Source: an optimization exercise on an open RTL-to-GDS flow (aim: small area, a short achievable clock period and few clock cycles). Production flows keep margins and buffers that such runs may drop. Only simulation tests tie the RTL to the original design; equivalence was not proved.

## descent_top
module descent_top (
    input  logic               clk,
    input  logic               rst_LBFGS,
    input  logic               param_we,
    input  descent_pkg::addr_t param_addr,
    input  descent_pkg::val_t  param_weight,
    input  descent_pkg::val_t  param_mean,
    input  logic [descent_pkg::N_ELEM*descent_pkg::VAL_W-1:0] x_init,
    input  logic               start,
    output logic               busy,
    output logic               done,
    output logic               converged,
    output logic [descent_pkg::N_ELEM*descent_pkg::VAL_W-1:0] x_result,
    output descent_pkg::obj_t  f_result,
    output descent_pkg::iter_t iter_count
);
For scale: ~2900 flip-flops, ~640 I/O pins.
==> flow/config.mk <==
export PLATFORM = sky130hd
export DESIGN_NAME = descent_top
export DESIGN_NICKNAME = descent_top
export VERILOG_FILES = /design/flow/design.v
export SDC_FILE = /design/flow/constraint.sdc
export NUM_CORES = 4
export LEC_CHECK = 0
export ABC_AREA = 1
export CAP_MARGIN = 20
export CORE_MARGIN = 2
export CORE_UTILIZATION = 40
export SLEW_MARGIN = 20
==> flow/constraint.sdc <==
create_clock -name core_clock -period 15.0 [get_ports {clk}]
set_input_delay 3.0000 -clock core_clock [delete_from_list [all_inputs] [get_ports {clk}]]
set_output_delay 3.0000 -clock core_clock [all_outputs]
set_load 0.01 [all_outputs]
standard.sh (not shown) runs the stock make flow with config.mk's settings and CLKGATE_MAP_FILE= SYNTH_SCRIPT=/design/flow/synth_recipe.tcl, a recipe that flattens the netlist after the stock synthesis.
==> flow/flow/run.sh <==
#!/bin/bash
# The standard layout (standard synthesis and ORFS steps unchanged), except
# that the port buffers that global placement inserts are buf_4 cells: left to
# itself, buffer_ports picks clkdlybuf4s50_1 delay cells, which put about half a
# nanosecond on every input and output path. Every port still gets a buffer.
set -euo pipefail
export BUFFER_PORTS_ARGS="-buffer_cell sky130_fd_sc_hd__buf_4"
bash standard.sh > standard.log 2>&1
Testbench counts at the start, summed over its fixed seeds: cycles 42,256.
Edit:
--- a/flow/design.v
+++ b/flow/design.v
@@ -3642,51 +3642,49 @@
     end
     logic [N-1:0][31:0] xr;      
     logic [N-1:0][31:0] gr;      
     logic [N-1:0][31:0] gtr;     
     logic [N-1:0]       eh;      
     logic signed [47:0] fcur;
     logic [4:0]         iters;
     logic [3:0]         kp, kp2;  
     logic [3:0]         kpmax;
-    assign kpmax = (kp > kp2) ? kp : kp2;
-    always_ff @(posedge clk) begin
-        x_result   <= xr;
-        f_result   <= fcur;
-        iter_count <= iters;
-    end
+    assign kpmax      = (kp > kp2) ? kp : kp2;
+    assign x_result   = xr;
+    assign f_result   = fcur;
+    assign iter_count = iters;
     localparam logic [1:0] IS_NONE = 2'd0, IS_INIT = 2'd1, IS_TRIAL = 2'd2, IS_FINAL = 2'd3;
     logic [1:0] is_mode;
     logic [2:0] is_cnt;       
     logic [3:0] is_k;         
     logic       is_next;      
     logic       is_kc_zero;   
     logic [3:0] is_kc;        
     logic       spec_acc;     
     logic       fin;          
     logic               s1_tv, s2_tv, s3_tv, s4_tv, s5_tv, s6_tv, s7_tv;
     logic               s1_cv, s2_cv, s3_cv, s4_cv, s5_cv, s6_cv, s7_cv;
     logic               s1_first, s2_first, s3_first, s4_first, s5_first;
     logic               s1_last, s2_last, s3_last, s4_last, s5_last, s6_last, s7_last;
     logic               s1_init, s2_init, s3_init, s4_init, s5_init, s6_init, s7_init;
     logic [3:0]         s1_k, s2_k, s3_k, s4_k, s5_k, s6_k, s7_k;
-    logic [3:0]         s1_kc, s2_kc, s3_kc, s4_kc, s5_kc, s6_kc;
-    logic               s1_kz, s2_kz, s3_kz, s4_kz, s5_kz, s6_kz;
-    logic signed [31:0] s7_gsh;      
+    logic [3:0]         s1_kc, s2_kc, s3_kc, s4_kc, s5_kc, s6_kc, s7_kc;
+    logic               s1_kz, s2_kz, s3_kz, s4_kz, s5_kz, s6_kz, s7_kz;
     logic [N-1:0]       s1_eh;
     logic signed [31:0] s1_u, s1_sc, s1_st;
     logic [47:0]        s2_e, s3_e, s4_e;   
     logic [31:0]        s2_w;
     logic [231:0]       s3_mid;
     logic signed [47:0] s4_p;
     logic [246:0]       s5_mid;
     logic [31:0]        s5_gt, s6_gt, s7_gt;
     logic [47:0]        acc_s, acc_c;    
+    logic signed [47:0] s7_f;
     logic               s7_acc, s7_conv;
     logic signed [31:0] x0, g0, gt0, sc0, gsel0, st0, u0, d1;
     logic [31:0]        m0, w1;
     logic [47:0]        e1;
     logic               issue_t, issue_c;
     assign issue_t = (is_mode == IS_INIT) || (is_mode == IS_TRIAL);
     assign issue_c = is_next && ((is_mode == IS_TRIAL) || (is_mode == IS_FINAL));
     always_comb begin
         x0    = xr[0];
@@ -3778,28 +3776,31 @@
         s6_kz    <= s5_kz;
         s6_gt    <= s5_gt;
         if (s5_tv) begin
             acc_s <= hs5;
             acc_c <= hc5;
         end
         s7_last  <= s6_last;
         s7_init  <= s6_init;
         s7_k     <= s6_k;
-        s7_gsh   <= s6_kz ? 32'sd0 : ($signed(gr[2]) >>> s6_kc);
+        s7_kc    <= s6_kc;
+        s7_kz    <= s6_kz;
         s7_gt    <= s6_gt;
+        s7_f     <= f6;
         s7_acc   <= accept6;
         s7_conv  <= conv6;
     end
-    logic signed [31:0] xc7;
+    logic signed [31:0] xc7, g7;
     logic               load;
     assign load = idle;
     always_comb begin
-        xc7 = $signed(xr[1]) - s7_gsh;
+        g7  = gr[1];
+        xc7 = $signed(xr[1]) - (s7_kz ? 32'sd0 : (g7 >>> s7_kc));
     end
     always_ff @(posedge clk) begin
         for (int s = 0; s < N; s++) begin
             xr[s]  <= xr[(s+1)%N];
             gr[s]  <= gr[(s+1)%N];
             gtr[s] <= gtr[(s+1)%N];
         end
         if (s7_cv) begin
             xr[0] <= xc7;
@@ -3821,23 +3822,23 @@
         f6        = acc_s + acc_c;
         delta     = fcur - acc_s - acc_c;
         accept6   = (f6[47] != fcur[47]) ? f6[47] : (!delta[47] && (delta != 48'd0));
         conv6     = (delta[47:6] == 42'd0) || (delta[47:6] == {42{1'b1}}) ||
                     (delta == 48'd64) || (delta == {1'b1, 47'd0});
         dec_v     = s7_tv && s7_last && !s7_init;
         accept    = s7_acc;
         conv_now  = s7_conv;
         finish    = conv_now || (iters == 5'd15);
-        pipe_busy = s1_tv || s2_tv || s3_tv || s4_tv || s5_tv || s6_tv || s7_tv ||
-                    s1_cv || s2_cv || s3_cv || s4_cv || s5_cv || s6_cv || s7_cv;
+        pipe_busy = s1_tv || s2_tv || s3_tv || s4_tv || s5_tv || s6_tv ||
+                    s1_cv || s2_cv || s3_cv || s4_cv || s5_cv || s6_cv;
     end
     always_ff @(posedge clk) begin
-        if (s6_tv && s6_last && (s6_init || accept6)) fcur <= f6;
+        if (s7_tv && s7_last && (s7_init || accept)) fcur <= s7_f;
         if (!rst_LBFGS) begin
             busy      <= 1'b0;
             idle      <= 1'b1;
             done      <= 1'b0;
             converged <= 1'b0;
             iters     <= '0;
             kp        <= '0;
             kp2       <= '0;
             is_mode   <= IS_NONE;
@@ -3937,19 +3938,19 @@
                         is_mode <= IS_NONE;
                         fin     <= 1'b1;
                     end else begin
                         is_mode <= IS_TRIAL;
                         is_k    <= s7_k + 4'd1;
                         is_next <= 1'b0;
                     end
                 end
             end
-            if (fin && is_mode == IS_NONE && !pipe_busy && eh[0]) begin
+            if (fin && is_mode == IS_NONE && !pipe_busy && eh[N-1]) begin
                 fin  <= 1'b0;
                 done <= 1'b1;
                 busy   <= 1'b0;
                 idle   <= 1'b1;
             end
             if (start && idle) begin
                 busy      <= 1'b1;
                 idle      <= 1'b0;
                 converged <= 1'b0;
Result: The new run passed the timing, DRC and antenna checks; die area drops by 3.5%; final area drops by 3.5%; count of clock-buffer cells in the layout drops by 17; setup slack is worse by 0.56 ns; clock skew barely changes.
Testbench counts after the change, summed over its fixed seeds: cycles 42,128.

## re-timing with driven ports
No port has a modelled driver above. Below, the same layouts with a new extraction and two added sets of constraints. Step 1, drivers: a clkbuf_16 drives clk and a buf_2 each remaining input, both assumed. Step 2 times the ports against the registers' clock, not the clock port: input delays grow and output delays shrink by t, the midpoint of the rising clock arrivals with the driver on. Three values: ideal, step 1, step 2; two values: the first two.
run | shift t [ns] | setup slack, ns | latest minus earliest clock arrival (ns)
the first run | 1.024 | 10.306 / 10.198 / 10.198 | 0.078 / 0.079
the second run | 1.006 | 9.749 / 9.643 / 9.959 | 0.082 / 0.083
After both steps every run listed still meets setup and hold. For the first run, which loses most, drivers alone change the setup slack by -0.108 ns; drivers and shift together by -0.108 ns.
